Background: an optimization exercise with open tools, aiming at small area, a short achievable clock period and few clock cycles per item. Do not read the settings as production practice.
RTL that was checked went through simulation tests only; none was proved equivalent to the original.
Power and IR drop assume default switching activity.

run A:
==> flow/design.v (excerpt) <==
module burst_mem_ctrl #(
  parameter int unsigned DATA_W    = 8,
  parameter int unsigned ADDR_W    = 8,
  parameter int unsigned BURST_LEN = 4,
  parameter int unsigned MEM_DEPTH = 512
) (
  input  logic              clk,
  input  logic              rst,
  input  logic              req_valid,
  output logic              req_ready,
  input  logic              req_write,
  input  logic [ADDR_W-1:0] req_addr,
  input  logic              wr_valid,
  output logic              wr_ready,
  input  logic [DATA_W-1:0] wr_data,
  output logic              rd_valid,
  input  logic              rd_ready,
  output logic [DATA_W-1:0] rd_data,
  output logic              rd_last,
  output logic              busy
);
  localparam int unsigned BEAT_W = $clog2(BURST_LEN);
  localparam int unsigned MEM_AW = $clog2(MEM_DEPTH);
  localparam int unsigned LINE_W = MEM_AW - BEAT_W;
  localparam int unsigned RQN = 8;               
  localparam int unsigned RQW = $clog2(RQN);
  localparam int unsigned WQN = 2;               
  localparam int unsigned WQW = $clog2(WQN);
  localparam int unsigned WSW = WQW + 1;         
  logic [DATA_W-1:0] mem [MEM_DEPTH];
  logic [RQN-1:0][LINE_W-1:0] rq_line_q;
  logic [RQN-1:0][LINE_W-1:0] rq_line_d;
  logic [RQN-1:0][WSW-1:0]    rq_pend_q;
  logic [RQN-1:0][WSW-1:0]    rq_pend_d;
  logic [RQN-1:0]    rq_v_q, rq_v_d;
  logic [RQW-1:0]    rq_rd_q, rq_rd_d;
  logic [RQW-1:0]    rq_wr_q, rq_wr_d;
  logic [BEAT_W-1:0] rbeat_q, rbeat_d;           
  logic [LINE_W-1:0] cur_line_q, cur_line_d;     
  logic [WSW-1:0]    cur_pend_q, cur_pend_d;     
  logic [WQN-1:0][LINE_W-1:0] wq_line_q;
  logic [WQN-1:0][LINE_W-1:0] wq_line_d;
  ...
make LEC_CHECK=0 CAP_MARGIN=20 CORE_MARGIN=2 CORE_UTILIZATION=50 CTS_BUF_LIST=sky130_fd_sc_hd__clkbuf_8 SETUP_SLACK_MARGIN=3.0 SLEW_MARGIN=20 finish   # period 5.6 ns
run.sh (not shown) runs the stock make flow with config.mk's settings and CLKGATE_MAP_FILE= SYNTH_SCRIPT=/design/flow/synth_recipe.tcl, a recipe that flattens the netlist after the stock synthesis.
Testbench counts of run A, summed over its fixed seeds: cycles 7,712, bursts 3,200.
Modified inputs, run B compared to run A
-- flow/config.mk --
<<< run A, line 11
export CTS_BUF_LIST = sky130_fd_sc_hd__clkbuf_8
export SETUP_SLACK_MARGIN = 3.0
>>> run B, line 11
Findings:
Looking at global routing met3 resource utilization across run A and run B, the one that comes out higher is run A. Between run A and run B, the transition time at the pin with the least slew margin is higher for run A. Max worst hold slack across run A and run B: run B. Summary — signed area change from the synthesized netlist to the final layout, run B relative to run A: lower, by 7.1 points.


Another version of the RTL of burst_mem_ctrl (not shown whole).
For scale: about 4200 flip-flops, about 35 I/O pins.
==> flow/design.v (excerpt) <==
module burst_mem_ctrl #(
  parameter int unsigned DATA_W    = 8,
  parameter int unsigned ADDR_W    = 8,
  parameter int unsigned BURST_LEN = 4,
  parameter int unsigned MEM_DEPTH = 512
) (
  input  logic              clk,
  input  logic              rst,
  input  logic              req_valid,
  output logic              req_ready,
  input  logic              req_write,
  input  logic [ADDR_W-1:0] req_addr,
  input  logic              wr_valid,
  output logic              wr_ready,
  input  logic [DATA_W-1:0] wr_data,
  output logic              rd_valid,
  input  logic              rd_ready,
  output logic [DATA_W-1:0] rd_data,
  output logic              rd_last,
  output logic              busy
);
Settings: LEC_CHECK=0, CAP_MARGIN=20, CORE_MARGIN=2, CORE_UTILIZATION=40, SETUP_SLACK_MARGIN=2.0, SLEW_MARGIN=20; clock period 5.6 ns.
The baseline did not get past global routing (5_1_grt).
Next try:
--- a/flow/config.mk
+++ b/flow/config.mk
@@ -8,5 +8,4 @@
 export CAP_MARGIN = 20
 export CORE_MARGIN = 2
-export CORE_UTILIZATION = 40
-export SETUP_SLACK_MARGIN = 2.0
+export CORE_UTILIZATION = 50
 export SLEW_MARGIN = 20
What happened: The new run died in global routing (5_1_grt). Area after synthesis does not change. Synthesized cell count is unchanged.
Function was not checked in any run of this note: the RTL went through the layout flow alone.


Another version of the RTL of burst_mem_ctrl (not shown whole).
Size: about 7900 cells after synthesis, roughly 4300 flip-flops, roughly 35 I/O pins, ~170000 µm² of cells after synthesis.
export LEC_CHECK = 0
export CAP_MARGIN = 20
export CORE_MARGIN = 2
export CORE_UTILIZATION = 58
export CTS_CLUSTER_DIAMETER = 80
export CTS_CLUSTER_SIZE = 20
export SETUP_SLACK_MARGIN = 3.0
export SLEW_MARGIN = 20
export TNS_END_PERCENT = 5
export BUFFER_PORTS_ARGS = -buffer_cell sky130_fd_sc_hd__buf_4
create_clock -name core_clock -period 5.6 [get_ports {clk}]
standard.sh (not shown) runs the stock make flow with config.mk's settings and CLKGATE_MAP_FILE= SYNTH_SCRIPT=/design/flow/synth_recipe.tcl, a recipe that flattens the netlist after the stock synthesis.
==> flow/flow/run.sh <==
#!/bin/bash
set -euo pipefail
echo "export BUFFER_PORTS_ARGS = -buffer_cell sky130_fd_sc_hd__buf_4" >> config.mk
bash standard.sh MATCH_CELL_FOOTPRINT=0 finish > standard.log 2>&1
Testbench counts at the start, summed over its fixed seeds: cycles 7,710, bursts 3,200.
Change:
==> flow/flow/run.sh (replaced) <==
#!/bin/bash
set -euo pipefail
echo "export BUFFER_PORTS_ARGS = -buffer_cell sky130_fd_sc_hd__buf_4" >> config.mk
bash standard.sh > standard.log 2>&1
Settings changed: CORE_UTILIZATION 58 to 50, SETUP_SLACK_MARGIN 3.0 to 3.1.
The changed run completed without violations. Synthesized cell count stays the same. Cell count grows by a few percent. Core utilization drops by 8.7 points. Worst setup slack is worse by 0.037 ns. Sequential share of layout area went down by 0.15 points. Total power stays flat. Routed wire length went down slightly. Fmax fell slightly. Design area stays flat. Die area is higher by about a fifth. Non-clock buffer count drops by 36.
Change:
==> flow/flow/run.sh (replaced) <==
#!/bin/bash
set -euo pipefail
echo "export BUFFER_PORTS_ARGS = -buffer_cell sky130_fd_sc_hd__buf_4" >> config.mk
bash standard.sh MATCH_CELL_FOOTPRINT=0 finish > standard.log 2>&1
Settings changed: CORE_UTILIZATION 50 to 65, SETUP_SLACK_MARGIN 3.1 to 3.0.
What happened:
- The changed run completed without violations
- worst setup slack is worse by 0.079 ns
- register-to-register slack loses 0.08 ns
- worst hold slack is worse by 0.0079 ns
- synthesized cell count is unchanged
- core utilization is higher by 15 points
- wire length fell by 3.4%
- synthesized area stays the same
- count of clock-buffer cells in the layout went down by 10


job 8942:
burst_mem_ctrl again, from the RTL that the note above started with.
clock: 5.6 ns
lec_check: 0
cap_margin: 20
core_margin: 2
core_utilization: 50
cts_cluster_diameter: 80
cts_cluster_size: 20
setup_slack_margin: 3.3
slew_margin: 20
tns_end_percent: 10
buffer_ports_args: -buffer_cell sky130_fd_sc_hd__buf_4
==> flow/flow/run.sh <==
#!/bin/bash
set -euo pipefail
echo "export BUFFER_PORTS_ARGS = -buffer_cell sky130_fd_sc_hd__buf_4" >> config.mk
bash standard.sh MATCH_CELL_FOOTPRINT=0 finish > standard.log 2>&1
Testbench counts of job 8942, summed over its fixed seeds: cycles 7,710, bursts 3,200.
[inputs] job 4402 vs job 8942
Settings: SETUP_SLACK_MARGIN changed from 3.3 to 2.9; TNS_END_PERCENT changed from 10 to 5.
==> flow/flow/run.sh <==
#!/bin/bash
set -euo pipefail
echo "export BUFFER_PORTS_ARGS = -buffer_cell sky130_fd_sc_hd__buf_4" >> config.mk
bash standard.sh > standard.log 2>&1
Results
- Final worst-path setup slack for job 4402: 5.3 ps down relative to job 8942
- From job 8942 to job 4402 the numbers moved as follows: initial antenna violation count moved down, final non-filler cell area -about 2%.
- Final critical path time including I/O delays and setup, job 4402 and job 8942: lower on job 8942
- Comparing job 4402 against job 8942, there is no change at all in number of sequential cells in the layout.
- Fraction of met2 tracks used by global routing: lower on job 4402
- Compared to job 8942, job 4402 has final hold slack 27 ps higher.
- In the tables for job 4402 and job 8942, measured slew at the worst slew-check pin reads lower with job 8942.
- From job 8942 to job 4402 the numbers moved as follows: non-clock buffer count went down by 175; power went down by 610 uW; fmax was more or less identical.
Edits applied to the flow inputs when going from job 4402 to job 305:
Settings: SETUP_SLACK_MARGIN changed from 2.9 to 3.0.
==> flow/flow/run.sh <==
#!/bin/bash
set -euo pipefail
echo "export BUFFER_PORTS_ARGS = -buffer_cell sky130_fd_sc_hd__buf_4" >> config.mk
bash standard.sh MATCH_CELL_FOOTPRINT=0 finish > standard.log 2>&1
[summary]
- [compare] base=job 4402 new=job 305: routed wire length now larger, netlist area before placement comparable, half-perimeter wire length after placement now larger.

-- separate check: timing with driven ports --
The flow's constraints put no driver on any port. The routed layouts listed below were extracted and timed again, unchanged, in two steps.
Step 1 (the two cells are an assumption about what drives the block):
set clk [get_ports {clk}]
set_driving_cell -lib_cell sky130_fd_sc_hd__clkbuf_16 $clk
set_driving_cell -lib_cell sky130_fd_sc_hd__buf_2 [delete_from_list [all_inputs] $clk]
Step 2, shift: input delay + t, output delay - t, t = (earliest + latest rising clock arrival at the registers) / 2. This alone moves slack from input paths to output paths.
a / b / c = no drivers / after step 1 / after step 2; a / b = the first two.
| run | t, ns | setup slack, ns | clock arrival spread, ns | worst register clock-pin slew, ns | pins driven straight from the clock port |
|---|---|---|---|---|---|
| run A | 1.284 | 1.741 / 1.741 / 1.299 | 0.061 / 0.061 | 0.07 / 0.07 | 1 |
| run B | 1.038 | 1.235 / 1.235 / 0.692 | 0.060 / 0.061 | 0.06 / 0.06 | 1 |
| the first run of note 3 | 1.036 | 2.450 / 2.450 / 2.045 | 0.046 / 0.046 | 0.09 / 0.09 | 1 |
| the second run of note 3 | 1.046 | 2.413 / 2.413 / 1.570 | 0.041 / 0.041 | 0.09 / 0.09 | 1 |
| the third run of note 3 | 1.012 | 2.334 / 2.334 / 1.894 | 0.041 / 0.041 | 0.09 / 0.09 | 1 |
| job 8942 | 1.047 | 2.444 / 2.444 / 2.074 | 0.071 / 0.071 | 0.09 / 0.09 | 1 |
| job 4402 | 1.040 | 2.439 / 2.439 / 1.695 | 0.058 / 0.057 | 0.09 / 0.09 | 1 |
| job 305 | 1.043 | 2.464 / 2.464 / 1.704 | 0.061 / 0.061 | 0.09 / 0.09 | 1 |
After both steps setup and hold are still met in every run listed. The setup slack of the second run of note 3, which loses most, moves by 0.000 ns with the drivers and by -0.843 ns with both steps.
